Background: an optimization exercise with open tools, aiming at small area and a short achievable clock period. Do not read the settings as production practice. RTL that was checked went through simulation tests only; none was proved equivalent to the original. Power is estimated from default activity; no workload was simulated.

== TR ==
==> flow/design.v (excerpt) <==
module data_mem_responder #(
    parameter int DATA_WIDTH  = 16,
    parameter int ADDR_WIDTH  = 8,
    parameter int WAIT_STATES = 2
) (
    input  logic                  clk,
    input  logic                  reset,
    input  logic                  mem_select,
    input  logic                  mem_read,
    input  logic [ADDR_WIDTH-1:0] addr,
    input  logic [DATA_WIDTH-1:0] wdata,
    output logic [DATA_WIDTH-1:0] rdata,
    output logic                  ready,
    output logic                  addr_error
);
    localparam bit ALIGN_CHECK = 1'b1;
    localparam int NWORDS = 2**(ADDR_WIDTH-1);
    logic [WAIT_STATES:0]  busy;
    logic                  idle;
    assign idle = ~(|busy) & ~ready;
    always_ff @(posedge clk) begin
        if (!reset) begin
            busy       <= '0;
            ready      <= 1'b0;
            addr_error <= 1'b0;
        end else begin
            busy       <= {busy[WAIT_STATES-1:0], mem_select & idle};
            ready      <= busy[WAIT_STATES] | (ready & mem_select);
            addr_error <= busy[WAIT_STATES] ? (ALIGN_CHECK & addr[0])
                                            : (addr_error & mem_select);
        end
    end
    logic [15:0]           lo_nq;      
    logic [7:0]            hi_nq;      
    logic [DATA_WIDTH-1:0] wdata_q;
    logic [7:0]            wr_hi_nq;
    always_ff @(posedge clk) begin
        for (int i = 0; i < 16; i++) lo_nq[i] <= (addr[4:1] != 4'(i));
        for (int j = 0; j < 8; j++)  hi_nq[j] <= (addr[7:5] != 3'(j));
        wdata_q <= wdata;
        for (int j = 0; j < 8; j++)
            wr_hi_nq[j] <= ~(reset & busy[0] & ~mem_read & ~(ALIGN_CHECK & addr[0])
                             & (addr[7:5] == 3'(j)));
    end
    logic [DATA_WIDTH-1:0] ram [NWORDS];
    logic [NWORDS-1:0]     word_we;
    logic [NWORDS-1:0]     rd_sel;
    logic [NWORDS-1:0]     word_keep;
    for (genvar w = 0; w < NWORDS; w++) begin : g_word
        logic [DATA_WIDTH-1:0] nxt;
        assign word_we[w]   = ~(lo_nq[w % 16] | wr_hi_nq[w / 16]);
        assign word_keep[w] = ~word_we[w];
        assign rd_sel[w]    = ~(lo_nq[w % 16] | hi_nq[w / 16]);
        for (genvar b = 0; b < DATA_WIDTH; b++) begin : g_bit
  ...
For scale: about 2200 flip-flops, ~73000 um^2 of cells after synthesis.
==> module data_mem_responder, before the edit <==
module data_mem_responder #(
    parameter int DATA_WIDTH  = 16,
    parameter int ADDR_WIDTH  = 8,
    parameter int WAIT_STATES = 2
) (
    input  logic                  clk,
    input  logic                  reset,
    input  logic                  mem_select,
    input  logic                  mem_read,
    input  logic [ADDR_WIDTH-1:0] addr,
    input  logic [DATA_WIDTH-1:0] wdata,
    output logic [DATA_WIDTH-1:0] rdata,
    output logic                  ready,
    output logic                  addr_error
);
    localparam bit ALIGN_CHECK = 1'b1;
    localparam int NWORDS = 2**(ADDR_WIDTH-1);
    logic [WAIT_STATES:0]  busy;
    logic                  idle;
    assign idle = ~(|busy) & ~ready;
    always_ff @(posedge clk) begin
        if (!reset) begin
            busy       <= '0;
            ready      <= 1'b0;
            addr_error <= 1'b0;
        end else begin
            busy       <= {busy[WAIT_STATES-1:0], mem_select & idle};
            ready      <= busy[WAIT_STATES] | (ready & mem_select);
            addr_error <= busy[WAIT_STATES] ? (ALIGN_CHECK & addr[0])
                                            : (addr_error & mem_select);
        end
    end
    logic [15:0]           lo_nq;      
    logic [7:0]            hi_nq;      
    logic [DATA_WIDTH-1:0] wdata_q;
    logic [7:0]            wr_hi_nq;
    always_ff @(posedge clk) begin
        for (int i = 0; i < 16; i++) lo_nq[i] <= (addr[4:1] != 4'(i));
        for (int j = 0; j < 8; j++)  hi_nq[j] <= (addr[7:5] != 3'(j));
        wdata_q <= wdata;
        for (int j = 0; j < 8; j++)
            wr_hi_nq[j] <= ~(reset & busy[0] & ~mem_read & ~(ALIGN_CHECK & addr[0])
                             & (addr[7:5] == 3'(j)));
    end
    logic [DATA_WIDTH-1:0] ram [NWORDS];
    logic [NWORDS-1:0]     word_we;
    logic [NWORDS-1:0]     rd_sel;
    logic [NWORDS-1:0]     word_keep;
    for (genvar w = 0; w < NWORDS; w++) begin : g_word
        logic [DATA_WIDTH-1:0] nxt;
        assign word_we[w]   = ~(lo_nq[w % 16] | wr_hi_nq[w / 16]);
        assign word_keep[w] = ~word_we[w];
        assign rd_sel[w]    = ~(lo_nq[w % 16] | hi_nq[w / 16]);
        for (genvar b = 0; b < DATA_WIDTH; b++) begin : g_bit
            dmem_ao22 u_nxt (.a0(ram[w][b]), .b0(word_keep[w]), .a1(wdata_q[b]), .b1(word_we[w]),
                             .y(nxt[b]));
        end
        always_ff @(posedge clk) begin
            ram[w] <= nxt;
        end
    end
    logic [4*DATA_WIDTH-1:0] part_n;    
    logic [4*DATA_WIDTH-1:0] part_nq;
    for (genvar b = 0; b < DATA_WIDTH; b++) begin : g_rbit
        logic [NWORDS-1:0] col;
        for (genvar w = 0; w < NWORDS; w++) begin : g_col
            assign col[w] = ram[w][b];
        end
        dmem_rd_bit u_rd (.sel(rd_sel), .d(col), .y_n(part_n[4*b +: 4]));
    end
    always_ff @(posedge clk) begin
        part_nq <= part_n;
        for (int b = 0; b < DATA_WIDTH; b++)
            rdata[b] <= ~(&part_nq[4*b +: 4]);
    end
endmodule
==> module dmem_rd_bit, before the edit <==
module dmem_rd_bit (
    input  logic [127:0] sel,
    input  logic [127:0] d,
    output logic [3:0]   y_n
);
    logic [42:0] t_n;    
    logic [11:0] u;      
    for (genvar k = 0; k < 42; k++) begin : g_t
        dmem_aoi222 u_t (.a0(sel[3*k]), .b0(d[3*k]), .a1(sel[3*k+1]), .b1(d[3*k+1]),
                         .a2(sel[3*k+2]), .b2(d[3*k+2]), .y(t_n[k]));
    end
    dmem_aoi22 u_t42 (.a0(sel[126]), .b0(d[126]), .a1(sel[127]), .b1(d[127]), .y(t_n[42]));
    for (genvar k = 0; k < 7; k++) begin : g_u4
        dmem_nand4 u_u (.a(t_n[4*k]), .b(t_n[4*k+1]), .c(t_n[4*k+2]), .d(t_n[4*k+3]), .y(u[k]));
    end
    for (genvar k = 0; k < 5; k++) begin : g_u3
        dmem_nand3 u_u (.a(t_n[28+3*k]), .b(t_n[28+3*k+1]), .c(t_n[28+3*k+2]), .y(u[7+k]));
    end
    for (genvar k = 0; k < 4; k++) begin : g_v
        dmem_nor3 u_v (.a(u[3*k]), .b(u[3*k+1]), .c(u[3*k+2]), .y(y_n[k]));
    end
endmodule
==> module dmem_nor3, before the edit <==
module dmem_nor3 (
    input  logic a, b, c,
    output logic y
);
    assign y = ~(a | b | c);
endmodule
Settings: LEC_CHECK=0, CAP_MARGIN=20, CORE_MARGIN=2, CORE_UTILIZATION=60, CTS_CLUSTER_DIAMETER=150, CTS_CLUSTER_SIZE=24, PLACE_DENSITY=0.7, SETUP_SLACK_MARGIN=3.8, SLEW_MARGIN=20, SYNTH_HIERARCHICAL=1, SYNTH_MINIMUM_KEEP_SIZE=0; clock period 6.0 ns.
run.sh (not shown) runs the stock make flow with config.mk's settings and CLKGATE_MAP_FILE= SYNTH_SCRIPT=/design/flow/synth_recipe.tcl, a recipe that flattens the netlist after the stock synthesis.
--- input diff TR..MS ---
--- a/flow/design.v
+++ b/flow/design.v
@@ -48,8 +48,8 @@
     logic [NWORDS-1:0]     word_keep;
     for (genvar w = 0; w < NWORDS; w++) begin : g_word
         logic [DATA_WIDTH-1:0] nxt;
-        assign word_we[w]   = ~(lo_nq[w % 16] | wr_hi_nq[w / 16]);
-        assign word_keep[w] = ~word_we[w];
+        dmem_nor2 u_we   (.a(lo_nq[w % 16]), .b(wr_hi_nq[w / 16]), .y(word_we[w]));
+        dmem_inv  u_keep (.a(word_we[w]), .y(word_keep[w]));
         assign rd_sel[w]    = ~(lo_nq[w % 16] | hi_nq[w / 16]);
         for (genvar b = 0; b < DATA_WIDTH; b++) begin : g_bit
             dmem_ao22 u_nxt (.a0(ram[w][b]), .b0(word_keep[w]), .a1(wdata_q[b]), .b1(word_we[w]),
@@ -59,25 +59,25 @@
             ram[w] <= nxt;
         end
     end
-    logic [4*DATA_WIDTH-1:0] part_n;    
-    logic [4*DATA_WIDTH-1:0] part_nq;
+    logic [6*DATA_WIDTH-1:0] part_n;    
+    logic [6*DATA_WIDTH-1:0] part_nq;
     for (genvar b = 0; b < DATA_WIDTH; b++) begin : g_rbit
         logic [NWORDS-1:0] col;
         for (genvar w = 0; w < NWORDS; w++) begin : g_col
             assign col[w] = ram[w][b];
         end
-        dmem_rd_bit u_rd (.sel(rd_sel), .d(col), .y_n(part_n[4*b +: 4]));
+        dmem_rd_bit u_rd (.sel(rd_sel), .d(col), .y_n(part_n[6*b +: 6]));
     end
     always_ff @(posedge clk) begin
         part_nq <= part_n;
         for (int b = 0; b < DATA_WIDTH; b++)
-            rdata[b] <= ~(&part_nq[4*b +: 4]);
+            rdata[b] <= ~(&part_nq[6*b +: 6]);
     end
 endmodule
 module dmem_rd_bit (
     input  logic [127:0] sel,
     input  logic [127:0] d,
-    output logic [3:0]   y_n
+    output logic [5:0]   y_n
 );
     logic [42:0] t_n;    
     logic [11:0] u;      
@@ -92,8 +92,8 @@
     for (genvar k = 0; k < 5; k++) begin : g_u3
         dmem_nand3 u_u (.a(t_n[28+3*k]), .b(t_n[28+3*k+1]), .c(t_n[28+3*k+2]), .y(u[7+k]));
     end
-    for (genvar k = 0; k < 4; k++) begin : g_v
-        dmem_nor3 u_v (.a(u[3*k]), .b(u[3*k+1]), .c(u[3*k+2]), .y(y_n[k]));
+    for (genvar k = 0; k < 6; k++) begin : g_v
+        dmem_nor2 u_v (.a(u[2*k]), .b(u[2*k+1]), .y(y_n[k]));
     end
 endmodule
 module dmem_aoi222 (
@@ -120,11 +120,11 @@
 );
     assign y = ~(a & b & c);
 endmodule
-module dmem_nor3 (
-    input  logic a, b, c,
+module dmem_nor2 (
+    input  logic a, b,
     output logic y
 );
-    assign y = ~(a | b | c);
+    assign y = ~(a | b);
 endmodule
 module dmem_ao22 (
     input  logic a0, b0, a1, b1,
@@ -132,3 +132,9 @@
 );
     assign y = (a0 & b0) | (a1 & b1);
 endmodule
+module dmem_inv (
+    input  logic a,
+    output logic y
+);
+    assign y = ~a;
+endmodule
- The floorplan die area was comparable across TR and MS.
- Max post-place setup slack across TR and MS: MS
- For the maximum single-stage delay on the critical path, MS came in 0.03 ns higher than TR did.
- Summary of MS over TR: total power grew by 1.4%, largest clock skew in the final design grew by 0.0073 ns, final-layout fill cell count grew by 69, largest net degree at the start of global routing grew by 6.
Function not checked in MS: the RTL went through the layout flow alone.

-- afterwards: timing with drivers on the ports --
How much do the figures lean on ideal ports? The routed layouts below were timed once more, with nothing changed but the port constraints.
Step 1 sets driving cells, clkbuf_16 on the clock port and buf_2 on the other inputs (assumed; they add their load-dependent delay and slew).
Step 2 adds t to the input delays and takes it off the output delays; t is the mean of the earliest and latest rising clock arrival at the registers after step 1. Input paths then give back, and output paths get back, about the clock's delay inside the block.
a / b / c = ideal / step 1 / step 2; a / b = the first two.
run	t (ns)	setup slack, ns	latest minus earliest clock arrival (ns)	worst register clock-pin slew, ns
TR	0.816	3.628 / 3.542 / 3.117	0.021 / 0.021	0.10 / 0.10
MS	0.811	3.588 / 3.508 / 3.409	0.034 / 0.033	0.10 / 0.10
After both steps setup and hold are still met in every run listed. For TR, which loses most, drivers alone change the setup slack by -0.086 ns; drivers and shift together by -0.511 ns.
